Background: an optimization exercise with open tools, aiming at small area, a short achievable clock period and few clock cycles. Do not read the settings as production practice.
Where RTL was checked, it was by simulation tests only, not by an equivalence proof against the original.
The RTL of runs 5 and 6 was laid out without a check of its function.
Power is estimated from default activity; no workload was simulated.

[design.v]
`default_nettype none
package fqmr_pkg;
    localparam int DEF_QUEUE_DEPTH = 16;
    localparam int DEF_VALUE_BITS  = 32;
    localparam logic [1:0] FUNC_PUSH   = 2'd0;
    localparam logic [1:0] FUNC_POP    = 2'd1;
    localparam logic [1:0] FUNC_REMOVE = 2'd2;
    localparam logic [1:0] FUNC_LIST   = 2'd3;
    localparam logic [1:0] STAT_OK    = 2'd0;
    localparam logic [1:0] STAT_FULL  = 2'd1;
    localparam logic [1:0] STAT_EMPTY = 2'd2;
endpackage
`default_nettype wire
`default_nettype none
module fqmr_store #(
    parameter int QUEUE_DEPTH = fqmr_pkg::DEF_QUEUE_DEPTH,
    parameter int VALUE_BITS  = fqmr_pkg::DEF_VALUE_BITS
) (
    input  wire                               i_clk,
    input  wire  [QUEUE_DEPTH-1:0]            i_sh,
    input  wire  [QUEUE_DEPTH-1:0]            i_ld,
    input  wire  [QUEUE_DEPTH-1:0]            i_hold,
    input  wire  [VALUE_BITS-1:0]             i_wdata,
    output logic [QUEUE_DEPTH*VALUE_BITS-1:0] o_q
);
    logic [VALUE_BITS-1:0] r_q [QUEUE_DEPTH];
    always_ff @(posedge i_clk) begin
        for (int i = 0; i < QUEUE_DEPTH - 1; i++) begin
            r_q[i] <= ({VALUE_BITS{i_ld[i]}} & i_wdata) |
                      ({VALUE_BITS{i_sh[i]}} & r_q[i + 1]) |
                      ({VALUE_BITS{i_hold[i]}} & r_q[i]);
        end
        r_q[QUEUE_DEPTH-1] <= ({VALUE_BITS{i_ld[QUEUE_DEPTH-1]}} & i_wdata) |
                              ({VALUE_BITS{i_hold[QUEUE_DEPTH-1]}} & r_q[QUEUE_DEPTH-1]);
    end
    always_comb begin
        for (int i = 0; i < QUEUE_DEPTH; i++) begin
            o_q[i*VALUE_BITS +: VALUE_BITS] = r_q[i];
        end
    end
endmodule
`default_nettype wire
`default_nettype none
module fqmr_seq #(
    parameter int QUEUE_DEPTH = fqmr_pkg::DEF_QUEUE_DEPTH,
    parameter int VALUE_BITS  = fqmr_pkg::DEF_VALUE_BITS
) (
    input  wire  [VALUE_BITS-1:0]             i_key,
    input  wire  [QUEUE_DEPTH*VALUE_BITS-1:0] i_q,
    input  wire  [VALUE_BITS-1:0]             i_wdata,
    output logic [QUEUE_DEPTH-1:0]            o_eq,
    output logic                              o_eq_wdata
);
    always_comb begin
        for (int i = 0; i < QUEUE_DEPTH; i++) begin
            o_eq[i] = (i_q[i*VALUE_BITS +: VALUE_BITS] == i_key);
        end
        o_eq_wdata = (i_wdata == i_key);
    end
endmodule
`default_nettype wire
`default_nettype none
module fifo_queue_with_match_remove #(
    parameter int QUEUE_DEPTH = fqmr_pkg::DEF_QUEUE_DEPTH,
    parameter int VALUE_BITS  = fqmr_pkg::DEF_VALUE_BITS
) (
    input  wire         i_clk,
    input  wire         i_rst_n,
    input  wire         i_s_tvalid,
    output logic        o_s_tready,
    input  wire  [31:0] i_s_tdata,    
    input  wire  [1:0]  i_s_tuser,    
    output logic        o_m_tvalid,
    input  wire         i_m_tready,
    output logic [63:0] o_m_tdata,    
    output logic [4:0]  o_m_tuser,    
    output logic        o_m_tlast     
);
    localparam int N = QUEUE_DEPTH;
    localparam int W = VALUE_BITS;
    logic         r_v;
    logic         r_push, r_pop, r_rem, r_list;
    logic [W-1:0] r_d;      
    logic [N-1:0] r_e;      
    logic         r_lk;     
    logic         r_last;   
    logic         r_o_v;
    logic [W-1:0] r_o_entry;
    logic [4:0]   r_o_user;
    logic         r_o_last;
    logic [N-1:0] r_len;
    logic [N*W-1:0] q;
    logic [W-1:0]   q0, q1;
    logic [N-1:0]   sh, ld, hold, sh_q;
    logic [W-1:0]   wdata;
    logic [N-1:0]   eq;
    logic           eq_wd;
    logic           ofree, exec, last, done, load, rot;
    logic [N-1:0]   h, pre, len_nxt;
    logic           hit, h0;
    logic [N-1:0]   e_nxt;
    assign q0 = q[0 +: W];
    assign q1 = q[W +: W];
    assign ofree = !r_o_v || i_m_tready;
    assign exec  = r_v && ofree && i_rst_n;
    assign last  = r_last;
    assign done  = exec && last;
    assign rot   = r_list && r_lk;
    assign o_s_tready = !r_v || (ofree && last);
    assign load       = i_s_tvalid && o_s_tready;
    assign h = r_e & r_len;
    always_comb begin
        pre[0] = h[0];
        for (int i = 1; i < N; i++) begin
            pre[i] = pre[i-1] | h[i];
        end
    end
    assign hit = pre[N-1];
    assign h0  = h[0];
    always_comb begin
        for (int i = 0; i < N; i++) begin
            sh[i] = exec && (r_pop || (r_rem && pre[i]) ||
                             (rot && i >= 1 && i < N - 1 && r_len[(i + 1) % N]));
            ld[i] = exec && ((r_push && !r_len[i] && (i == 0 || r_len[(i + N - 1) % N])) ||
                             (rot && i >= 1 && r_len[i] && (i == N - 1 || !r_len[(i + 1) % N])));
        end
    end
    assign wdata = rot ? q1 : r_d;
    always_comb begin
        sh_q = sh;
        sh_q[0] = sh[0] && r_len[1];
        hold = ~(ld | sh);
        hold[0] = !(ld[0] || sh[0]) && i_rst_n;
    end
    fqmr_store #(
        .QUEUE_DEPTH (N),
        .VALUE_BITS  (W)
    ) u_store (
        .i_clk   (i_clk),
        .i_sh    (sh_q),
        .i_ld    (ld),
        .i_hold  (hold),
        .i_wdata (wdata),
        .o_q     (q)
    );
    fqmr_seq #(
        .QUEUE_DEPTH (N),
        .VALUE_BITS  (W)
    ) u_cmp (
        .i_key      (i_s_tdata),
        .i_q        (q),
        .i_wdata    (r_d),
        .o_eq       (eq),
        .o_eq_wdata (eq_wd)
    );
    always_comb begin
        for (int i = 0; i < N; i++) begin
            if (ld[i]) begin
                e_nxt[i] = rot ? eq[1] : eq_wd;
            end else if (sh[i]) begin
                e_nxt[i] = (i < N - 1) ? eq[(i + 1) % N] : 1'b0;
            end else begin
                e_nxt[i] = eq[i];
            end
        end
    end
    always_comb begin
        len_nxt = r_len;
        if (exec) begin
            if (r_push) begin
                len_nxt = {r_len[N-2:0], 1'b1};
            end else if (r_pop || (r_rem && hit)) begin
                len_nxt = {1'b0, r_len[N-1:1]};
            end
        end
    end
    logic         e0, e1;
    logic [W-1:0] res_entry;
    logic [4:0]   res_user;
    assign e0 = r_len[0] && (r_pop || (r_list && !r_lk));
    assign e1 = rot;
    assign res_entry   = ({W{e0}} & q0) | ({W{e1}} & q1);
    assign res_user[0] = r_push && r_len[N-1];
    assign res_user[1] = r_pop && !r_len[0];
    assign res_user[2] = r_rem && hit;
    assign res_user[3] = (r_pop || r_list) && r_len[0];
    assign res_user[4] = !r_push && ((r_pop || (r_rem && h0)) ? !r_len[1] : !r_len[0]);
    always_ff @(posedge i_clk) begin
        if (!i_rst_n) begin
            r_v   <= 1'b0;
            r_o_v <= 1'b0;
            r_len <= '0;
            r_lk  <= 1'b0;
        end else begin
            if (ofree) begin
                r_o_v <= r_v;
            end
            if (load) begin
                r_v  <= 1'b1;
                r_lk <= 1'b0;
            end else if (done) begin
                r_v <= 1'b0;
            end else if (exec && r_list) begin
                r_lk <= 1'b1;
            end
            r_len <= len_nxt;
        end
        if (load) begin
            r_push <= (i_s_tuser == fqmr_pkg::FUNC_PUSH);
            r_pop  <= (i_s_tuser == fqmr_pkg::FUNC_POP);
            r_rem  <= (i_s_tuser == fqmr_pkg::FUNC_REMOVE);
            r_list <= (i_s_tuser == fqmr_pkg::FUNC_LIST);
            r_e    <= e_nxt;
            r_last <= (i_s_tuser != fqmr_pkg::FUNC_LIST) || !len_nxt[0] || !len_nxt[1];
        end else if (exec && r_list) begin
            r_last <= !(r_lk ? r_d[1] : r_len[2]);
        end
        if (ofree) begin
            r_o_entry <= res_entry;
            r_o_user  <= res_user;
            r_o_last  <= last;
        end
        if (load) begin
            r_d <= i_s_tdata;
        end else if (exec && r_list) begin
            r_d[N-3:0] <= r_lk ? {1'b0, r_d[N-3:1]} : r_len[N-1:2];
        end
    end
    assign o_m_tvalid = r_o_v;
    assign o_m_tdata  = {q0, r_o_entry};
    assign o_m_tuser  = r_o_user;
    assign o_m_tlast  = r_o_last;
endmodule
`default_nettype wire
[flow/run.sh]
#!/bin/bash
# Standard layout (the standard flow's own synthesis and ORFS steps), with two changes to how
# the layout is made: the port buffers are buf_4 cells instead of the delay
# buffers buffer_ports picks by default, and the resizer may swap a cell for one
# with a different footprint. Each tool's full output goes to a log file here.
set -euo pipefail
bash standard.sh MATCH_CELL_FOOTPRINT=0 \
    "BUFFER_PORTS_ARGS=-buffer_cell sky130_fd_sc_hd__buf_4" \
    finish > standard_flow.log 2>&1
[standard.sh]
#!/bin/bash
# synth_recipe.tcl (not shown) runs the flow's synth.tcl, then flattens the netlist and writes it again
# the make line also repeats each setting of config.mk as NAME=value (left out here)
make -C /OpenROAD-flow-scripts/flow DESIGN_CONFIG=/design/flow/config.mk WORK_HOME=/design/flow/orfs CLKGATE_MAP_FILE= SYNTH_SCRIPT=/design/flow/synth_recipe.tcl "${@:-finish}"
[constraint.sdc]
create_clock -name core_clock -period 5.0 [get_ports {i_clk}]
set_input_delay 1.0000 -clock core_clock [delete_from_list [all_inputs] [get_ports {i_clk}]]
set_output_delay 1.0000 -clock core_clock [all_outputs]
set_load 0.01 [all_outputs]
[config.mk]
export PLATFORM = sky130hd
export DESIGN_NAME = fifo_queue_with_match_remove
export DESIGN_NICKNAME = fifo_queue_with_match_remove
export VERILOG_FILES = /design/flow/design.v
export SDC_FILE = /design/flow/constraint.sdc
export NUM_CORES = 4
export LEC_CHECK = 0
export CAP_MARGIN = 20
export CORE_MARGIN = 2
export CORE_UTILIZATION = 40
export CTS_CLUSTER_DIAMETER = 80
export CTS_CLUSTER_SIZE = 25
export PLACE_DENSITY = 0.6
export SETUP_SLACK_MARGIN = 2.4
export SLEW_MARGIN = 20
==> results of run 1 <==
-- power breakdown --
group	internal [mW]	total [mW]	leakage (nW)	switching [mW]
Clock	1.64	3.60	0.612	1.96
Sequential	5.67	6.54	5.29	0.877
Combinational	1.04	2.17	8.77	1.13
Total	8.35	12.3	14.7	3.97
-- sequential cells by signal, summed over array words and instances, names as in the netlist, 5 cells and up --
register	flops
u_store.r_q	512
r_d	32
r_o_entry	32
r_e	16
r_len	16
r_o_user	5
-- synth_stat cells, types with 3 or more instances --
cell type / number / share of area (%)
inv_1: 10 / 0.13
a22o_1: 32 / 0.94
mux2i_1: 67 / 2.2
nor4_1: 127 / 2.7
buf_1: 15 / 0.19
nor2_1: 513 / 6.4
buf_4: 32 / 0.80
buf_2: 6 / 0.10
nand4_1: 43 / 0.90
nand3_1: 6 / 0.10
buf_8: 3 / 0.15
a222oi_1: 4 / 0.13
a22oi_1: 4 / 0.10
dfxtp_1: 531 / 35
o22ai_1: 13 / 0.27
nor2b_1: 4 / 0.084
o21ai_0: 68 / 1.1
nand2b_1: 17 / 0.35
xnor2_1: 47 / 1.4
edfxtp_1: 91 / 9.1
a21oi_1: 32 / 0.53
a32oi_1: 3 / 0.088
a31oi_1: 17 / 0.35
a221o_1: 480 / 16
nor3_1: 6 / 0.10
xor2_1: 497 / 15
clkbuf_1: 262 / 3.3
a221oi_1: 4 / 0.12
a211oi_1: 4 / 0.10
nand2_1: 104 / 1.3
and2_1: 5 / 0.10
-- final timing paths --
| kind | startpoint | to |
|---|---|---|
| setup / recovery | r_e[0] | r_last |
| hold / removal | u_store.r_q[15][31] | u_store.r_q[15][31] |
| setup reg to reg | r_e[0] | r_last |
| hold reg to reg | u_store.r_q[15][31] | u_store.r_q[15][31] |
-- metrics by stage --
step / std cells / setup slack (ps) / utilization (%)
after global routing: 4082 / 2250 / 47.3
after detailed placement: 3899 / 1080 / 42.7
after floorplan: 3074 / 2210 / -
final: 4082 / 2340 / 47.3
after global placement: 3897 / 1130 / 42.6
after CTS: 4032 / 2300 / 45.7
-- timing repair --
item / 4_1_cts / 5_1_grt
gates resized for setup: 43 / 93
buffers inserted: 60 / 27
pin swaps: 6 / 26
endpoints found under the setup margin: 567 / 531
cloned: 9 / 23
-- final cells by class --
cell class | instances | area (µm²) | area share (%)
clock buffer | 43 | 980 | 2.78
clock inverter | 21 | 269 | 0.765
inverter | 10 | 40.0 | 0.114
multi-input combinational | 2132 | 16000 | 45.5
sequential | 622 | 13400 | 38.0
tap | 969 | 1210 | 3.45
timing repair buffer | 285 | 3300 | 9.38
-- per-layer routing --
layer	GRT usage [%]	routed length, µm
met1	42.7	50800
met5	0	16
met3	7.77	16500
met4	15.6	7580
met2	43.6	51500
-- kinds of logic after synthesis --
kind of cell | synth area share [%]
XOR/XNOR | 15.9
flip-flops | 44.6
multiplexers | 2.28
AO/OA/AOI/OAI | 20.2
AND/OR/NAND/NOR | 12.3
buffers and inverters | 4.72
-- tightest hold or removal path, cell delays in order (launching register included) --
cell	delay (ps)
dfxtp_1	340
nand2_1	60
o21ai_0	60
-- placed cells by master, fill, tap and decap left out, types with 43 or more instances in the layout --
master	Yosys	layout
o21ai_0	68	62
xor2_1	497	497
clkbuf_16	0	55
buf_4	32	180
nand2_1	104	95
xnor2_1	47	47
a221o_1	480	480
dfxtp_1	531	523
nor4_1	127	127
nand4_1	43	43
nor2_1	513	505
buf_12	0	56
edfxtp_1	91	91
==> impl_metrics.csv, run 1 <==
group,metric,value,unit
status,status,"timing/DRC/antenna clean",
final_layout,antennaDiodeCount,0,
setup_path,startpoint_type,"flop",
place,dpl.hpwl,77.1,mm
global_routing,grt_pass1_vias,25000,
final_layout,n_fill_cell,6799,
setup_path,slowest_delay,470,ps
synth,syn_nets,3112,
synth,ys_async_sr_fraction,0,%
setup_path,worstPathCellList,"a222oi_1, buf_4, and4_4, buf_6, a31oi_2, o21ba_4, a311oi_2, o32a_1",
synth,ys.flop_type,"dfxtp_1",
setup_path,cp_max_fo,5,
clocking,cts_buffers,36,
final_layout,syn_to_final_growth,17.4,%
synth,synth_area,30000,µm²
worst_hold_path,min_path_cells,2,
synth,yosys_warnings,4,
routing,drtIter0Drc,4620,
timing,rsz0062_at_grt,"true",
setup_path,rr_worst_depth,8,
setup_path,worst_ep_arrival_time,3150,ps
die,die_h,278,µm
clocking,cts.htree.levels,2,
timing,slew_violations,0,
final_layout,drive_gt1_share,14.9,%
routing,vias,27200,
power,powerDensity,350,nW/µm²
worst_hold_path,worstHoldPathType,"flop to flop",
global_routing,grt_overflow,0,
synth,synth_seq_cells,622,
place,io_buffers,109,
clocking,clk_pin_slew,90,ps
synth,synth_edf_count,91,
global_routing,grt_pass1_wl,176,mm
routing,drc,0,
clocking,worstSkewPairLatency,630,ps
die,rows,100,
die,ioPinCount,110,
synth,synth.distinct_cells,55,
routing,wl_per_cell,31.0,µm
place,gp_congestion,0.909,
final_layout,final_area,35200,µm²
die,initial_core_util,40.3,%
timing,tightest_slew,755,ps
die,die_x,278,µm
final_layout,final_nets,3125,
clocking,clock_path_buffers,3,
place,placed_cell_area,31700,µm²
clocking,clkSinkCount,622,
setup_path,cp_slowest_cell,"edfxtp_1",
global_routing,grt_start_max_net_pins,40,
routing,antenna_left,0,
job,maxCapViolations,0,
routing,wl,126,mm
timing,max_freq,0.376,GHz
power,power,12.3,mW
routing,vias_per_cell,6.66,
power,ir_drop,253,µV
synth,yosysSeqAreaShare,44.6,%
global_routing,antenna_found_initial,1,
timing,fin_hold_ws,503,ps
timing,setup_viol_count_final,0,
timing,clock-skew-final,42.9,ps
timing,slew_headroom,48.7,%
setup_path,critical_path_class,"flop to flop",
global_routing,grt_usage,30.7,%
synth,synthCells,3074,
setup_path,cp.depth,8,
setup_path,r2r_slack,2340,ps
power,cellLeakagePower,14.7,nW
setup_path,crit_family,"compound AO/OA/AOI/OAI gates",
routing,drt-pass1-iter-count,10,
clocking,tritoncts,"built",
timing,hold_viol,0,
setup_path,endpoint_kind,"flop",
timing,fin_crit,2660,ps
clocking,cts_root_buf,"clkbuf_16",
setup_path,cp_num_buf_inv,2,
die,die_area,77100,µm²
timing,min_period_over_period,53.1,%
timing,tns,0,ps
die,core,74300,µm²
synth,avgSynthCellArea,9.75,µm²
clocking,postCtsHoldBufs,0,
setup_path,cp_data_required_time,5490,ps
Testbench counts, summed over its fixed seeds: cycles 5,447.
==> inputs of run 2 (changes only) <==
--- a/config.mk
+++ b/config.mk
@@ -13,3 +13,4 @@
 export PLACE_DENSITY = 0.6
-export SETUP_SLACK_MARGIN = 2.4
+export SETUP_SLACK_MARGIN = 2.5
 export SLEW_MARGIN = 20
+export TNS_END_PERCENT = 5
==> impl_metrics.csv, run 2 <==
group,metric,value,unit
synth,syn_nets,3112,
final_layout,final_area,33700,µm²
global_routing,grt_usage,32.4,%
setup_path,cp_max_fo,15,
routing,dr_wl_met3,20.1,mm
clocking,worstSkewPairLatency,610,ps
synth,yosysSeqAreaShare,44.6,%
final_layout,largest_register,"u_store.r_q",
synth,synth.distinct_cells,55,
job,maxCapViolations,0,
timing,clock-skew-final,37.6,ps
place,gp_congestion,0.957,
timing,max_freq,0.362,GHz
synth,post-synth-top-count-cell,"dfxtp_1",
timing,hold_viol,0,
global_routing,antenna_found_initial,2,
timing,fin_crit,2770,ps
setup_path,critical_path_class,"input pin to flop",
routing,antenna_left,0,
die,core,74300,µm²
synth,synth_seq_cells,622,
die,initial_core_util,40.3,%
final_layout,syn_to_final_growth,12.5,%
power,seqPwrFrac,54.7,%
final_layout,multi_input_area,15800,µm²
setup_path,cp_common_cell,"buf_4",
final_layout,largest_reg_flops,512,
die,die_area,77100,µm²
power,comb_power_share,17.2,%
setup_path,cp_data_required_time,5410,ps
place,place_ws,1220,ps
timing,tns,0,ps
final_layout,n_fill_cell,6968,
synth,ys_async_sr_fraction,0,%
global_routing,grt_start_max_net_pins,41,
synth,yosys-top-cells-count,"dfxtp_1 (531), nor2_1 (513), xor2_1 (497)",
synth,yosys_warnings,4,
synth,synth_area,30000,µm²
routing,highest_layer,"met4",
place,dpl.hpwl,82.9,mm
clocking,cts.htree.levels,2,
clocking,clk_pin_slew,110,ps
synth,synth_largest_area_cell,"dfxtp_1",
timing,rsz0062_at_grt,"true",
clocking,clkSinkCount,622,
synth,synth_area_leaders,"dfxtp_1 (35%), a221o_1 (16%), xor2_1 (15%), edfxtp_1 (9.1%), nor2_1 (6.4%)",
setup_path,slowest_delay,420,ps
die,die_x,278,µm
setup_path,cp_slowest_cell,"buf_4",
setup_path,startpoint_type,"input pin",
place,placed_cell_area,31700,µm²
die,ioPinCount,110,
routing,vias_per_cell,6.79,
final_layout,final_nets,3078,
final_layout,register_area,13400,µm²
clocking,cts_root_buf,"clkbuf_16",
setup_path,worstPathCellList,"buf_4, buf_4, xnor2_1, nand4_1, nor3_1, a22oi_1, buf_4, a22oi_1",
routing,wl,132,mm
synth,synthCells,3074,
power,switching_share,32.8,%
timing,slew_headroom,49.4,%
routing,vias,27400,
power,p_switching,3.97,mW
power,clkPwrFrac,28.0,%
routing,wl_per_cell,32.8,µm
synth,avgSynthCellArea,9.75,µm²
power,p_int,8.12,mW
global_routing,grt_overflow,0,
synth,ys.flop_type,"dfxtp_1",
routing,drtIter0Drc,4845,
timing,slew_violations,0,
worst_hold_path,worstHoldPathType,"flop to flop",
routing,drt-pass1-iter-count,6,
routing,met1_length,51.2,mm
timing,setup_viol_count_final,0,
timing,min_period_over_period,55.3,%
die,die_h,278,µm
power,cellLeakagePower,14.1,nW
status,status,"timing/DRC/antenna clean",
global_routing,grt_pass1_wl,183,mm
synth,synth_edf_count,91,
die,rows,100,
setup_path,worst_ep_arrival_time,3180,ps
final_layout,biggestRegsByFlops,"u_store.r_q (512), r_d (32), r_o_entry (32)",
final_layout,final_common_cell,"dfxtp_1",
power,ir_drop,241,µV
power,power,12.1,mW
clocking,cts_buffers,35,
final_layout,final_cell_mix,"dfxtp_1 (529), nor2_1 (505), xor2_1 (497)",
place,io_buffers,109,
routing,wl_met2,52.7,mm
synth,yosysTopAreaCellShare,35.5,%
setup_path,endpoint_kind,"flop",
timing,fin_ws,2230,ps
power,powerDensity,359,nW/µm²
routing,drc,0,
timing,tightest_slew,759,ps
clocking,clock_path_buffers,3,
final_layout,drive_gt1_share,13.1,%
global_routing,grt_pass1_vias,24800,
clocking,tritoncts,"built",
run 2: cell counts after synthesis:
Identical to the previous run, type by type.
run 2: what timing repair did:
action	4_1_cts	5_1_grt
endpoints found under the setup margin	588	548
resized for setup	52	57
cloned	7	11
pin swaps	4	13
hold buffers	0	0
buffers inserted	8	12
run 2: cell type report:
type                    count  area share, %
diodes                      2         0.0148
clock buffers              44           2.88
clock inverters            14          0.549
inverters                  10          0.111
multi-input cells        2132           46.7
flip-flops and latches    622           39.6
well taps                 969           3.60
repair buffers            239           6.46
run 2: per-layer routing:
metal	vias up	track usage, %
li1	11200	-
met1	13400	44.4
met2	2301	45.2
met3	455	10.8
met4	0	16.4
met5	-	0
run 2: stage by stage:
stage	hold WS [ps]	cells	util (%)
floorplan	451	3074	-
global placement	479	3934	42.6
detailed placement	489	3934	42.6
CTS	500	4007	44.7
global route	520	4030	45.4
finish	498	4032	45.4
run 2: worst paths after layout:
kind	start	to	slack [ps]	depth (start not counted)
setup / recovery	i_s_tdata[24]	r_e[12]	2230	8
hold / removal	u_store.r_q[15][28]	u_store.r_q[15][28]	500	2
setup reg to reg	r_e[0]	u_store.r_q[9][10]	2280	11
hold reg to reg	u_store.r_q[15][28]	u_store.r_q[15][28]	500	2
run 2: logic make-up (layout without fill, tap and decap cells):
| family | count (synthesis) | after routing | synth area share [%] |
|---|---|---|---|
| AO/OA/AOI/OAI | 675 | 676 | 20.2 |
| XOR/XNOR | 544 | 544 | 15.9 |
| buffers and inverters | 330 | 307 | 4.72 |
| flip-flops | 622 | 622 | 44.6 |
| multiplexers | 68 | 68 | 2.28 |
| other | 0 | 2 | 0 |
| AND/OR/NAND/NOR | 835 | 844 | 12.3 |
run 2: power by group through the flow:
stage / logic (mW) / registers (mW) / clock network, mW
3_3_place_gp: 1.87 / 6.62 / 0
2_1_floorplan: 1.36 / 6.21 / 0
4_1_cts: 1.97 / 6.52 / 3.38
6_report: 2.08 / 6.62 / 3.39
5_1_grt: 2.18 / 6.60 / 3.55
3_5_place_dp: 1.92 / 6.63 / 0
run 2: critical path, delay by kind of cell:
kind | cells | cell delay [ps]
and+or+nand+nor | 2 | 480
xor gates and xnor gates | 1 | 150
AOI/OAI and AO/OA | 2 | 470
buffers and inverters | 3 | 1040
==> inputs of run 3 (changes only) <==
--- a/config.mk
+++ b/config.mk
@@ -15,2 +15 @@
 export SLEW_MARGIN = 20
-export TNS_END_PERCENT = 5
==> impl_metrics.csv, run 3 <==
group,metric,value,unit
synth,synthCells,3074,
worst_hold_path,min_from,"u_store.r_q[15][29]",
global_routing,grt_pass1_wl,176,mm
timing,rsz0062_at_grt,"true",
synth,synth_largest_area_cell,"dfxtp_1",
worst_hold_path,worstHoldPathType,"flop to flop",
routing,vias,27100,
synth,synth_area_leaders,"dfxtp_1 (35%), a221o_1 (16%), xor2_1 (15%), edfxtp_1 (9.1%), nor2_1 (6.4%)",
timing,clock-skew-final,33.7,ps
clocking,worstSkewPairLatency,600,ps
clocking,clkSinkCount,622,
synth,ys.flop_type,"dfxtp_1",
timing,min_period_over_period,51.6,%
timing,slew_headroom,18.6,%
routing,wl_per_cell,31.1,µm
final_layout,fin_cells,4063,
synth,synth.distinct_cells,55,
setup_path,startpoint_type,"flop",
place,place_inst,3895,
die,core,74300,µm²
routing,wl,126,mm
timing,max_freq,0.388,GHz
synth,synth_seq_cells,622,
global_routing,grt_start_max_net_pins,48,
final_layout,syn_to_final_growth,17.0,%
routing,dr_wl_met3,15.6,mm
global_routing,antenna_found_initial,2,
clocking,cts_root_buf,"clkbuf_16",
global_routing,grt_overflow,0,
setup_path,worst_ep_arrival_time,3070,ps
final_layout,largest_reg_flops,512,
setup_path,cp_max_fo,8,
global_routing,grt_pass1_vias,24900,
place,io_buffers,109,
final_layout,biggestRegsByFlops,"u_store.r_q (512), r_d (32), r_o_entry (32)",
timing,setup_viol_count_final,0,
clocking,cts_buffers,34,
die,ioPinCount,110,
power,seqPwrFrac,54.6,%
job,maxCapViolations,0,
routing,drc,0,
global_routing,grt_usage,30.8,%
synth,avgSynthCellArea,9.75,µm²
clocking,tritoncts,"built",
worst_hold_path,min_path_cells,2,
power,comb_power_share,18.1,%
status,status,"timing/DRC/antenna clean",
synth,synth_edf_count,91,
routing,drtIter0Drc,4258,
setup_path,r2r_slack,2420,ps
routing,met1_length,50.9,mm
routing,antenna_left,0,
clocking,clk_pin_slew,110,ps
final_layout,largest_register,"u_store.r_q",
power,clkPwrFrac,27.3,%
power,p_switching,3.85,mW
routing,wl_met2,51.3,mm
synth,syn_nets,3112,
die,die_area,77100,µm²
timing,slew_violations,0,
clocking,clock_path_buffers,3,
synth,yosys_warnings,4,
setup_path,cp_data_required_time,5490,ps
setup_path,r2r-start,"r_e[0]",
timing,tns,0,ps
place,gp_congestion,0.930,
die,die_h,278,µm
routing,vias_per_cell,6.66,
power,ir_drop,213,µV
synth,yosysSeqAreaShare,44.6,%
power,switching_share,32.2,%
worst_hold_path,hold_end,"u_store.r_q[15][29]",
synth,yosys-top-cells-count,"dfxtp_1 (531), nor2_1 (513), xor2_1 (497)",
die,rows,100,
setup_path,slowest_delay,460,ps
setup_path,worstPathCellList,"a222oi_1, buf_4, and4_4, a31oi_4, or3b_4, and2_4, a221o_1",
power,p_int,8.11,mW
timing,fin_crit,2580,ps
synth,yosysTopAreaCellShare,35.5,%
synth,post-synth-top-count-cell,"dfxtp_1",
power,cellLeakagePower,14.6,nW
place,dpl.hpwl,76.6,mm
routing,drt-pass1-iter-count,6,
power,powerDensity,341,nW/µm²
setup_path,cp_slowest_cell,"edfxtp_1",
setup_path,critical_path_class,"flop to flop",
final_layout,final_cell_mix,"dfxtp_1 (523), nor2_1 (505), xor2_1 (497)",
clocking,postCtsHoldBufs,0,
clocking,cts.htree.levels,2,
final_layout,final_nets,3109,
setup_path,rr_worst_depth,7,
setup_path,endpoint_kind,"flop",
die,initial_core_util,40.3,%
die,die_x,278,µm
timing,fin_hold_ws,500,ps
final_layout,final_common_cell,"dfxtp_1",
timing,tightest_slew,1200,ps
synth,synth_area,30000,µm²
routing,highest_layer,"met5",
timing,hold_viol,0,
synth,ys_async_sr_fraction,0,%
setup_path,regToRegEndpoint,"u_store.r_q[14][18]",
final_layout,drive_gt1_share,14.4,%
## run 3: cell counts after synthesis
Identical to the previous run, type by type.
## run 3: critical path: cells and delay by family, from the launching register on
kind | cells | cell delay [ps]
buffers and inverters | 1 | 200
AOI/OAI and AO/OA | 3 | 810
and+or+nand+nor | 3 | 990
DFF | 1 | 460
## run 3: logic make-up (layout without fill, tap and decap cells)
logic type / after synthesis / after routing / synth area share [%]
buffers and inverters: 330 / 339 / 4.72
multiplexers: 68 / 68 / 2.28
XOR/XNOR: 544 / 544 / 15.9
other: 0 / 1 / 0
AO/OA/AOI/OAI: 675 / 676 / 20.2
flip-flops: 622 / 622 / 44.6
AND/OR/NAND/NOR: 835 / 844 / 12.3
## run 3: area by class of cell
class | instances | area [µm²]
antenna | 1 | 2.50
multi-input combinational | 2132 | 16100
clock inverter | 16 | 163
fill | 6728 | 39300
clock buffer | 42 | 922
sequential | 622 | 13400
timing repair buffer | 271 | 3230
tap | 969 | 1210
inverter | 10 | 40.0
## run 3: per-layer routing
layer	vias to the layer above	global-route usage, %
met1	13300	43.0
met3	392	7.50
met4	4	18.3
met2	2078	42.6
met5	-	0
li1	11300	-
## run 3: stage by stage
| stage | util [%] | cell area (µm²) | setup slack, ps | power (mW) |
|---|---|---|---|---|
| 2_1_floorplan | - | 30300 | 2210 | 7.59 |
| 3_3_place_gp | 42.5 | 31600 | 1200 | 8.42 |
| 3_5_place_dp | 42.7 | 31800 | 1090 | 8.49 |
| 4_1_cts | 45.8 | 34000 | 2480 | 11.7 |
| 5_1_grt | 47.2 | 35100 | 2300 | 12.2 |
| 6_report | 47.2 | 35100 | 2420 | 12.0 |
## run 3: power by group through the flow
stage / combinational, mW / clock, mW / sequential, mW
2_1_floorplan: 1.38 / 0 / 6.21
3_3_place_gp: 1.85 / 0 / 6.57
3_5_place_dp: 1.92 / 0 / 6.57
4_1_cts: 2.02 / 3.26 / 6.47
5_1_grt: 2.26 / 3.42 / 6.55
6_report: 2.16 / 3.27 / 6.53
## run 3: worst max path at each step
stage | start | to | slack, ps
final | r_e[0] | u_store.r_q[14][18] | 2420
after detailed placement | i_m_tready | u_store.r_q[12][8] | 1090
after CTS | i_m_tready | o_s_tready | 2480
after floorplan | i_m_tready | r_e[1] | 2210
after global routing | r_e[0] | u_store.r_q[8][21] | 2300
after global placement | i_m_tready | u_store.r_q[12][0] | 1200
## run 3: what timing repair did
item	4_1_cts	5_1_grt
buffers inserted	49	19
pin swaps	13	28
endpoints found under the setup margin	582	498
resized for setup	82	96
cloned	22	19
==> inputs of run 4 (changes only) <==
--- a/config.mk
+++ b/config.mk
@@ -13,3 +13,4 @@
 export PLACE_DENSITY = 0.6
-export SETUP_SLACK_MARGIN = 2.5
+export SETUP_SLACK_MARGIN = 2.6
 export SLEW_MARGIN = 20
+export TNS_END_PERCENT = 5
==> impl_metrics.csv, run 4 <==
group,metric,value,unit
status,status,"timing/DRC/antenna clean",
power,switching_share,32.9,%
global_routing,antenna_found_initial,0,
timing,clock-skew-final,36.0,ps
synth,synthCells,3074,
setup_path,cp_max_fo,8,
final_layout,final_common_cell,"dfxtp_1",
global_routing,grt_overflow,0,
timing,slew_violations,0,
die,die_area,77100,µm²
clocking,cts_root_buf,"clkbuf_16",
die,core,74300,µm²
synth,avgSynthCellArea,9.75,µm²
synth,yosysTopAreaCellShare,35.5,%
clocking,postCtsHoldBufs,0,
synth,ys_async_sr_fraction,0,%
power,ir_drop,243,µV
die,initial_core_util,40.3,%
die,die_x,278,µm
global_routing,grt_start_max_net_pins,36,
place,placed_cell_area,31800,µm²
final_layout,drive_gt1_share,14.1,%
setup_path,cp_data_required_time,5480,ps
power,comb_power_share,17.6,%
timing,setup_viol_count_final,0,
routing,drt-pass1-iter-count,7,
place,place_inst,3938,
global_routing,grt_usage,32.6,%
routing,vias,27300,
final_layout,fin_cells,4054,
routing,wl_per_cell,32.8,µm
place,gp_congestion,0.972,
power,clkPwrFrac,27.7,%
synth,ys.flop_type,"dfxtp_1",
power,powerDensity,353,nW/µm²
final_layout,largest_reg_flops,512,
power,cellLeakagePower,14.3,nW
clocking,clk_pin_slew,110,ps
synth,synth_largest_area_cell,"dfxtp_1",
clocking,clkSinkCount,622,
timing,min_period_over_period,52.5,%
routing,drc,0,
routing,vias_per_cell,6.72,
clocking,worstSkewPairLatency,610,ps
routing,wl,133,mm
final_layout,final_nets,3101,
place,dpl.hpwl,83.5,mm
final_layout,syn_to_final_growth,14.1,%
setup_path,startpoint_type,"flop",
timing,tns,0,ps
power,seqPwrFrac,54.7,%
synth,syn_nets,3112,
synth,post-synth-top-count-cell,"dfxtp_1",
synth,synth_seq_cells,622,
clocking,tritoncts,"built",
die,die_h,278,µm
timing,fin_crit,2620,ps
worst_hold_path,min_path_cells,2,
final_layout,final_core_util,46.0,%
clocking,cts_buffers,35,
timing,rsz0062_at_grt,"true",
power,power,12.1,mW
synth,yosys_warnings,4,
timing,hold_viol,0,
setup_path,endpoint_kind,"flop",
power,p_int,8.09,mW
setup_path,critical_path_class,"flop to flop",
die,rows,100,
synth,yosysSeqAreaShare,44.6,%
clocking,clock_path_buffers,3,
worst_hold_path,worstHoldPathType,"flop to flop",
synth,synth.distinct_cells,55,
timing,tightest_slew,643,ps
die,ioPinCount,110,
final_layout,largest_register,"u_store.r_q",
setup_path,worst_ep_arrival_time,3110,ps
global_routing,grt_pass1_vias,25100,
place,io_buffers,109,
timing,max_freq,0.381,GHz
synth,yosys-top-cells-count,"dfxtp_1 (531), nor2_1 (513), xor2_1 (497)",
clocking,cts.htree.levels,2,
final_layout,n_fill_cell,6921,
synth,synth_edf_count,91,
final_layout,final_area,34200,µm²
final_layout,final_cell_mix,"dfxtp_1 (527), nor2_1 (504), xor2_1 (497)",
setup_path,rr_worst_depth,7,
routing,drtIter0Drc,4611,
routing,antenna_left,0,
job,maxCapViolations,0,
timing,slew_headroom,56.3,%
power,p_switching,3.97,mW
final_layout,biggestRegsByFlops,"u_store.r_q (512), r_d (32), r_o_entry (32)",
synth,synth_area,30000,µm²
synth,synth_area_leaders,"dfxtp_1 (35%), a221o_1 (16%), xor2_1 (15%), edfxtp_1 (9.1%), nor2_1 (6.4%)",
global_routing,grt_pass1_wl,184,mm
run 4: per-layer routing:
metal / share of wire, % / vias up / track usage (%)
li1: - / 11300 / -
met1: 39 / 13400 / 43.9
met2: 40 / 2193 / 45.2
met3: 15 / 426 / 12.0
met4: 6.2 / 2 / 16.9
met5: 0.025 / - / 0
run 4: path summary, 6_finish.rpt:
path	endpoint	startpoint	slack, ps
max	u_store.r_q[14][24]	r_e[0]	2380
min	u_store.r_q[15][12]	u_store.r_q[15][12]	500
max reg2reg	u_store.r_q[14][24]	r_e[0]	2380
min reg2reg	u_store.r_q[15][12]	u_store.r_q[15][12]	500
run 4: cell type report:
class / instances / area (µm²) / area share (%)
antenna: 2 / 5.00 / 0.0146
clock buffer: 41 / 961 / 2.81
clock inverter: 16 / 160 / 0.469
inverter: 10 / 41.3 / 0.121
multi-input combinational: 2131 / 15800 / 46.3
sequential: 622 / 13400 / 39.1
tap: 969 / 1210 / 3.55
timing repair buffer: 263 / 2620 / 7.67
run 4: repair_timing:
item                                    in CTS  in global routing
resized for setup                           54                 76
setup buffers                               16                 19
endpoints found under the setup margin     585                545
pin swaps                                    8                 24
cloned                                      10                 12
run 4: worst max-delay path, stage by stage, from the launching register on:
cell	delay (ps)
edfxtp_1	500
a222oi_1	370
buf_4	190
and4_4	270
a31oi_4	100
or3b_4	460
and2_4	250
a221o_1	350
run 4: power by group through the flow:
stage               Clock, mW  Combinational (mW)  Sequential [mW]
finish                   3.34                2.12             6.60
global route             3.50                2.22             6.59
CTS                      3.34                1.98             6.51
detailed placement          0                1.94             6.62
global placement            0                1.89             6.61
floorplan                   0                1.36             6.21
run 4: per-stage QoR:
step,hold WS [ps],setup WS [ps]
floorplan,451,2210
global route,520,2260
detailed placement,488,1140
finish,499,2380
global placement,478,1190
CTS,503,2410
run 4: logic make-up (layout without fill, tap and decap cells):
family | after synthesis | after routing | synth area share (%)
simple gates | 835 | 843 | 12.3
compound gates | 675 | 676 | 20.2
flops | 622 | 622 | 44.6
xor+xnor | 544 | 544 | 15.9
buf+inv | 330 | 330 | 4.72
mux | 68 | 68 | 2.28
other cells | 0 | 2 | 0
==> inputs of run 5 (changes only) <==
--- a/design.v
+++ b/design.v
@@ -86,2 +86,4 @@
     logic         r_last;   
+    logic         r_rdy0, r_rdy1;
+    logic         v_nxt, ov_nxt, last_nxt;
     logic         r_o_v;
@@ -108,3 +110,3 @@
     assign rot   = r_list && r_lk;
-    assign o_s_tready = !r_v || (ofree && last);
+    assign o_s_tready = r_rdy0 || (r_rdy1 && i_m_tready);
     assign load       = i_s_tvalid && o_s_tready;
@@ -187,6 +189,23 @@
     assign res_user[4] = !r_push && ((r_pop || (r_rem && h0)) ? !r_len[1] : !r_len[0]);
+    always_comb begin
+        v_nxt    = load || (r_v && !done);
+        ov_nxt   = ofree ? r_v : r_o_v;
+        last_nxt = r_last;
+        if (load) begin
+            last_nxt = (i_s_tuser != fqmr_pkg::FUNC_LIST) || !len_nxt[0] || !len_nxt[1];
+        end else if (exec && r_list) begin
+            last_nxt = !(r_lk ? r_d[1] : r_len[2]);
+        end
+        if (!i_rst_n) begin
+            v_nxt  = 1'b0;
+            ov_nxt = 1'b0;
+        end
+    end
     always_ff @(posedge i_clk) begin
+        r_v    <= v_nxt;
+        r_o_v  <= ov_nxt;
+        r_last <= last_nxt;
+        r_rdy0 <= !v_nxt || (last_nxt && !ov_nxt);
+        r_rdy1 <= last_nxt;
         if (!i_rst_n) begin
-            r_v   <= 1'b0;
-            r_o_v <= 1'b0;
             r_len <= '0;
@@ -194,10 +213,4 @@
         end else begin
-            if (ofree) begin
-                r_o_v <= r_v;
-            end
             if (load) begin
-                r_v  <= 1'b1;
                 r_lk <= 1'b0;
-            end else if (done) begin
-                r_v <= 1'b0;
             end else if (exec && r_list) begin
@@ -213,5 +226,2 @@
             r_e    <= e_nxt;
-            r_last <= (i_s_tuser != fqmr_pkg::FUNC_LIST) || !len_nxt[0] || !len_nxt[1];
-        end else if (exec && r_list) begin
-            r_last <= !(r_lk ? r_d[1] : r_len[2]);
         end
--- a/config.mk
+++ b/config.mk
@@ -10,7 +10,6 @@
 export CORE_UTILIZATION = 40
-export CTS_CLUSTER_DIAMETER = 80
-export CTS_CLUSTER_SIZE = 25
+export CTS_CLUSTER_DIAMETER = 100
+export CTS_CLUSTER_SIZE = 20
 export PLACE_DENSITY = 0.6
-export SETUP_SLACK_MARGIN = 2.6
+export SETUP_SLACK_MARGIN = 2.5
 export SLEW_MARGIN = 20
-export TNS_END_PERCENT = 5
==> impl_metrics.csv, run 5 <==
group,metric,value,unit
synth,synth_largest_area_cell,"dfxtp_1",
final_layout,largest_reg_flops,512,
global_routing,grt_usage,31.3,%
power,powerDensity,332,nW/µm²
clocking,worstSkewPairLatency,610,ps
routing,wl_per_cell,31.7,µm
die,die_h,278,µm
routing,drc,0,
routing,drt-pass1-iter-count,6,
final_layout,biggestRegsByFlops,"u_store.r_q (512), r_d (32), r_o_entry (32)",
global_routing,grt_pass1_wl,179,mm
routing,drtIter0Drc,4344,
synth,ys.flop_type,"dfxtp_1",
setup_path,startpoint,"r_e[0]",
timing,setup_viol_count_final,0,
global_routing,grt_overflow,0,
routing,highest_layer,"met4",
timing,tightest_slew,962,ps
synth,synth_area_leaders,"dfxtp_1 (36%), xor2_1 (15%), a221o_1 (15%), edfxtp_1 (9.0%), nor2_1 (6.2%)",
die,core,74300,µm²
clocking,cts_root_buf,"clkbuf_16",
setup_path,cp_max_fo,15,
setup_path,cp_slowest_cell,"edfxtp_1",
setup_path,startpoint_type,"flop",
place,dpl.hpwl,82.3,mm
timing,hold_viol,0,
clocking,clkSinkCount,623,
place,io_buffers,109,
synth,synthCells,3091,
clocking,clk_pin_slew,90,ps
place,gp_congestion,0.955,
die,rows,100,
power,power,11.7,mW
routing,vias,27300,
global_routing,grt_pass1_vias,25300,
synth,synth.distinct_cells,49,
final_layout,drive_gt1_share,16.6,%
routing,met1_length,49.1,mm
routing,antenna_left,0,
power,ir_drop,211,µV
timing,min_period_over_period,53.3,%
setup_path,r2r_slack,2330,ps
timing,slew_headroom,35.8,%
global_routing,grt_start_max_net_pins,45,
global_routing,antenna_found_initial,4,
setup_path,cp-endpoint,"u_store.r_q[12][5]",
clocking,tritoncts,"built",
timing,clock-skew-final,31.4,ps
die,initial_core_util,40.4,%
final_layout,multi_input_area,16400,µm²
final_layout,n_fill_cell,6786,
final_layout,syn_to_final_growth,17.7,%
worst_hold_path,worstHoldPathType,"flop to flop",
routing,dr_wl_met3,15.8,mm
setup_path,slowest_delay,430,ps
final_layout,final_common_cell,"xor2_1",
status,status,"timing/DRC/antenna clean",
die,die_area,77200,µm²
final_layout,final_cell_mix,"xor2_1 (529), dfxtp_1 (527), nor2_1 (483)",
timing,rsz0062_at_grt,"true",
timing,max_freq,0.375,GHz
setup_path,cp_data_required_time,5490,ps
job,maxCapViolations,0,
clocking,cts_buffers,37,
synth,avgSynthCellArea,9.71,µm²
routing,vias_per_cell,6.66,
clocking,cts.htree.levels,2,
clocking,clock_path_buffers,3,
synth,synth_seq_cells,623,
die,die_x,278,µm
synth,yosys_warnings,4,
synth,post-synth-top-count-cell,"dfxtp_1",
synth,synth_edf_count,90,
final_layout,final_nets,3152,
setup_path,r2r-start,"r_e[0]",
power,cellLeakagePower,14.9,nW
synth,synth_area,30000,µm²
routing,wl_met2,55.9,mm
final_layout,register_area,13400,µm²
synth,ys_async_sr_fraction,0,%
die,ioPinCount,110,
setup_path,worstPathCellList,"a222oi_1, buf_4, nand4_4, buf_6, o21ai_4, buf_4, buf_12, a21oi_4, buf_12, buf_6, a221o_1",
synth,yosysSeqAreaShare,44.6,%
synth,yosysTopAreaCellShare,35.6,%
routing,wl,130,mm
final_layout,largest_register,"u_store.r_q",
timing,slew_violations,0,
timing,tns,0,ps
setup_path,regToRegEndpoint,"u_store.r_q[12][5]",
setup_path,endpoint_kind,"flop",
setup_path,rr_worst_depth,11,
synth,yosys-top-cells-count,"dfxtp_1 (533), xor2_1 (529), nor2_1 (496)",
setup_path,worst_ep_arrival_time,3160,ps
timing,fin_crit,2670,ps
synth,syn_nets,3129,
setup_path,critical_path_class,"flop to flop",
run 5: changes by cell type in the layout (fill, tap and decap cells not counted), moves of 18 or more:
cell / change
xor2_1: +32
nor2_1: -21
a22oi_1: +31
xnor2_1: -32
o21ai_1: +22
nand2_1: -44
nand2_4: +18
a221o_1: -30
run 5: cell families after synthesis:
kind of cell | Yosys count | share of synthesized area, %
simple gates | 850 | 12.7
compound gates | 670 | 19.8
flops | 623 | 44.6
xor+xnor | 544 | 15.9
buf+inv | 332 | 4.63
mux | 72 | 2.40
run 5: per-layer routing:
layer  vias up  track usage [%]
li1      11400                -
met1     13400             40.5
met2      2045             47.4
met3       497             8.02
met4         0             18.2
met5         -                0
run 5: metrics by stage:
| stage | instances | utilization, % | area [µm²] | hold slack (ps) | setup slack [ps] |
|---|---|---|---|---|---|
| detailed placement | 3942 | 43.0 | 31900 | 486 | 1170 |
| floorplan | 3091 | - | 30600 | 452 | 2290 |
| global placement | 3941 | 42.9 | 31900 | 477 | 1250 |
| global route | 4097 | 47.5 | 35300 | 516 | 2260 |
| CTS | 4055 | 45.8 | 34100 | 498 | 2350 |
| finish | 4101 | 47.5 | 35300 | 496 | 2330 |
run 5: where the power goes:
| group | switching [mW] | internal, mW |
|---|---|---|
| clock | 1.81 | 1.38 |
| sequential | 0.802 | 5.62 |
| combinational | 1.14 | 0.972 |
run 5: repair_timing:
item,CTS,global route
gates resized for setup,81,180
gates cloned,14,23
setup buffers,46,19
hold buffers,0,0
endpoints found under the setup margin,561,444
pin swaps,11,76
run 5: worst max-delay path: cells and delay by family, from the launching register on:
family	cells	cell delay, ps
DFF	1	430
AOI/OAI and AO/OA	4	980
buffers and inverters	6	960
and+or+nand+nor	1	180
run 5: how the worst min path moves through the flow:
stage          slack (ps)                start  cells after the start                  end
3_3_place_gp          480  u_store.r_q[15][24]                      2  u_store.r_q[15][24]
5_1_grt               520  u_store.r_q[15][29]                      2  u_store.r_q[15][29]
2_1_floorplan         450               r_last                      0             r_o_last
3_5_place_dp          490  u_store.r_q[15][21]                      2  u_store.r_q[15][21]
6_report              500  u_store.r_q[15][21]                      2  u_store.r_q[15][21]
4_1_cts               500  u_store.r_q[15][21]                      2  u_store.r_q[15][21]
run 5: area by class of cell:
cell class / count / share of cell area [%]
repair buffers: 303 / 9.38
multi-input cells: 2144 / 46.3
flip-flops and latches: 623 / 37.9
well taps: 969 / 3.43
diodes: 4 / 0.0283
clock inverters: 3 / 0.106
inverters: 5 / 0.0602
clock buffers: 50 / 2.76
==> inputs of run 6 (changes only) <==
--- a/config.mk
+++ b/config.mk
@@ -10,4 +10,4 @@
 export CORE_UTILIZATION = 40
-export CTS_CLUSTER_DIAMETER = 100
-export CTS_CLUSTER_SIZE = 20
+export CTS_CLUSTER_DIAMETER = 80
+export CTS_CLUSTER_SIZE = 25
 export PLACE_DENSITY = 0.6
==> impl_metrics.csv, run 6 <==
group,metric,value,unit
setup_path,rr_worst_depth,10,
synth,synth_largest_area_cell,"dfxtp_1",
worst_hold_path,min_from,"u_store.r_q[15][31]",
setup_path,cp_data_required_time,5350,ps
synth,ys.flop_type,"dfxtp_1",
power,seqPwrFrac,53.5,%
synth,yosysSeqAreaShare,44.6,%
place,place_inst,3942,
setup_path,startpoint_type,"flop",
job,maxCapViolations,0,
final_layout,drive_gt1_share,16.7,%
timing,fin_hold_ws,490,ps
synth,syn_nets,3129,
setup_path,r2r-start,"r_e[0]",
global_routing,grtUsageMet1,40.8,%
routing,drt-pass1-iter-count,6,
timing,max_freq,0.379,GHz
timing,slew_violations,0,
clocking,cts_buffers,35,
routing,wl_per_cell,31.4,µm
clocking,worstSkewPairLatency,610,ps
place,dpl.hpwl,82.3,mm
power,p_switching,3.83,mW
place,io_buffers,109,
final_layout,final_core_util,47.8,%
synth,synth_seq_cells,623,
setup_path,critical_path_class,"flop to flop",
worst_hold_path,min_path_cells,2,
worst_hold_path,worstHoldPathType,"flop to flop",
clocking,cts.htree.levels,2,
global_routing,grtUsageMet3,7.97,%
clocking,clkSinkCount,623,
final_layout,n_fill_cell,6785,
synth,synth_edf_count,90,
synth,ys_async_sr_fraction,0,%
power,powerDensity,338,nW/µm²
timing,setup_viol_count_final,0,
routing,antenna_left,0,
global_routing,grt_start_max_net_pins,45,
synth,yosys_warnings,4,
die,core,74300,µm²
global_routing,grt_pass1_wl,179,mm
routing,drtIter0Drc,4590,
die,die_area,77200,µm²
clocking,tritoncts,"built",
global_routing,antenna_found_initial,2,
power,clkPwrFrac,28.9,%
synth,synth_area_leaders,"dfxtp_1 (36%), xor2_1 (15%), a221o_1 (15%), edfxtp_1 (9.0%), nor2_1 (6.2%)",
final_layout,final_nets,3155,
die,ioPinCount,110,
clocking,clk_pin_slew,100,ps
global_routing,gr-usage-met2,47.4,%
routing,drc,0,
timing,slew_headroom,39.2,%
clocking,clock_path_buffers,3,
setup_path,endpoint_kind,"flop",
global_routing,top_usage_layer,"met2",
synth,yosys-top-cells-count,"dfxtp_1 (533), xor2_1 (529), nor2_1 (496)",
routing,vias_per_cell,6.62,
routing,wl,129,mm
timing,clock-skew-final,24.4,ps
power,comb_power_share,17.6,%
global_routing,grt_usage,31.4,%
synth,yosysTopAreaCellShare,35.6,%
final_layout,largest_reg_flops,512,
global_routing,grt_overflow,0,
final_layout,final_cell_mix,"xor2_1 (529), dfxtp_1 (528), nor2_1 (486)",
final_layout,multi_input_area,16300,µm²
setup_path,r2r_slack,2360,ps
die,die_x,278,µm
final_layout,largest_register,"u_store.r_q",
synth,synth_area,30000,µm²
synth,post-synth-top-count-cell,"dfxtp_1",
power,p_int,8.16,mW
timing,min_period_over_period,52.8,%
die,die_h,278,µm
die,rows,100,
timing,tns,0,ps
clocking,cts_root_buf,"clkbuf_16",
setup_path,worst_ep_arrival_time,2990,ps
final_layout,register_area,13400,µm²
clocking,postCtsHoldBufs,0,
power,switching_share,32.0,%
status,status,"timing/DRC/antenna clean",
power,cellLeakagePower,15.0,nW
final_layout,final_common_cell,"xor2_1",
setup_path,cp_max_fo,5,
timing,tightest_slew,911,ps
synth,avgSynthCellArea,9.71,µm²
global_routing,grt_pass1_vias,25100,
final_layout,fin_cells,4112,
synth,synthCells,3091,
power,power,12.0,mW
timing,fin_crit,2640,ps
place,gp_congestion,0.955,
power,ir_drop,232,µV
final_layout,syn_to_final_growth,18.3,%
timing,hold_viol,0,
timing,rsz0062_at_grt,"true",
worst_hold_path,hold_end,"u_store.r_q[15][31]",
final_layout,biggestRegsByFlops,"u_store.r_q (512), r_d (32), r_o_entry (32)",
synth,synth.distinct_cells,49,
routing,vias,27200,
die,initial_core_util,40.4,%
setup_path,regToRegEndpoint,"r_e[8]",
==> run 6: changes by cell type in the layout (fill, tap and decap cells not counted), sizes merged <==
cell      change
inv           +3
clkbuf        -5
bufinv        +2
diode         -1
buf           +4
clkinvlp      +2
clkinv        +6
==> run 6: power by group through the flow <==
stage          clock [mW]  combinational, mW  sequential, mW
2_1_floorplan           0               1.30            6.12
3_3_place_gp            0               1.79            6.46
3_5_place_dp            0               1.83            6.47
4_1_cts              3.45               1.95            6.36
5_1_grt              3.63               2.21            6.42
6_report             3.47               2.11            6.41
==> run 6: worst max-delay path by stage <==
stage | endpoint | cells after the start | start | slack [ps]
global route | r_len[8] | 7 | r_e[0] | 2250
floorplan | u_store.r_q[11][22] | 9 | i_m_tready | 2290
detailed placement | u_store.r_q[13][27] | 7 | i_m_tready | 1170
finish | r_e[8] | 10 | r_e[0] | 2360
CTS | r_len[8] | 7 | r_e[0] | 2310
global placement | u_store.r_q[13][14] | 7 | i_m_tready | 1250
==> run 6: layout make-up <==
class | count | area share, %
diodes | 3 | 0.0211
repair buffers | 308 | 9.68
multi-input cells | 2144 | 45.8
flip-flops and latches | 623 | 37.7
well taps | 969 | 3.42
inverters | 5 | 0.0599
clock buffers | 44 | 2.77
clock inverters | 16 | 0.560
==> run 6: repair_timing <==
| item | CTS | global route |
|---|---|---|
| buffers inserted | 46 | 25 |
| resized for setup | 87 | 165 |
| pin swaps | 50 | 62 |
| gates cloned | 17 | 19 |
| endpoints found under the setup margin | 561 | 430 |
==> run 6: logic make-up (layout without fill, tap and decap cells) <==
family          Yosys count  after routing  synth area share (%)
xor+xnor                544            544                  15.9
compound gates          670            673                  19.8
simple gates            850            855                  12.7
mux                      72             72                  2.40
buf+inv                 332            373                  4.63
other cells               0              3                     0
flops                   623            623                  44.6
==> run 6: per-layer routing <==
metal,part of all wire (%),up-vias
met4,6.8,2
met3,12,466
met2,43,2010
met5,0.027,-
met1,38,13400
li1,-,11400
==> run 6: worst max-delay path: stages (launching register included) <==
cell and delay (ps):
edfxtp_1 430, a222oi_1 390, buf_4 230, buf_4 120, buf_4 100, nand4_1 80, a221o_1 380, and2_4 210
buf_12 160, mux2i_1 170, mux2i_1 100
==> run 6: metrics by stage <==
stage                     setup WS [ps]  cell area [µm²]
after floorplan                    2290            30600
after global placement             1250            31900
after detailed placement           1170            31900
after CTS                          2310            34400
after global routing               2250            35500
final                              2360            35500

[port drivers added, routing unchanged]
In the flow no input, the clock included, has a driving cell. The finished layouts below were timed again as built, in two steps.
Step 1 sets driving cells, clkbuf_16 on the clock port and buf_2 on the other inputs (assumed; they add their load-dependent delay and slew).
Step 2 also shifts input and output timing later by t, the mid clock arrival at the registers, as if the neighbouring blocks saw the same clock.
Slacks: ideal / step 1 / step 2; pairs: ideal / step 1.
| run | t, ns | slack for setup (ns) | worst hold slack (ns) | latest minus earliest clock arrival (ns) | cell pins on the clock port's net |
|---|---|---|---|---|---|
| run 1 | 0.670 | 2.343 / 2.343 / 1.771 | 0.503 / 0.503 / 0.503 | 0.045 / 0.045 | 1 |
| run 2 | 0.654 | 2.234 / 2.248 / 1.594 | 0.498 / 0.498 / 0.498 | 0.038 / 0.038 | 1 |
| run 3 | 0.647 | 2.420 / 2.420 / 1.921 | 0.500 / 0.500 / 0.500 | 0.037 / 0.036 | 1 |
| run 4 | 0.650 | 2.375 / 2.375 / 1.765 | 0.499 / 0.499 / 0.499 | 0.036 / 0.036 | 1 |
| run 5 | 0.659 | 2.333 / 2.333 / 1.817 | 0.496 / 0.496 / 0.496 | 0.031 / 0.032 | 1 |
| run 6 | 0.663 | 2.361 / 2.361 / 1.789 | 0.490 / 0.490 / 0.490 | 0.028 / 0.028 | 1 |
After both steps setup and hold are still met in every run listed. For run 2, which loses most, drivers alone change the setup slack by +0.014 ns; drivers and shift together by -0.640 ns.
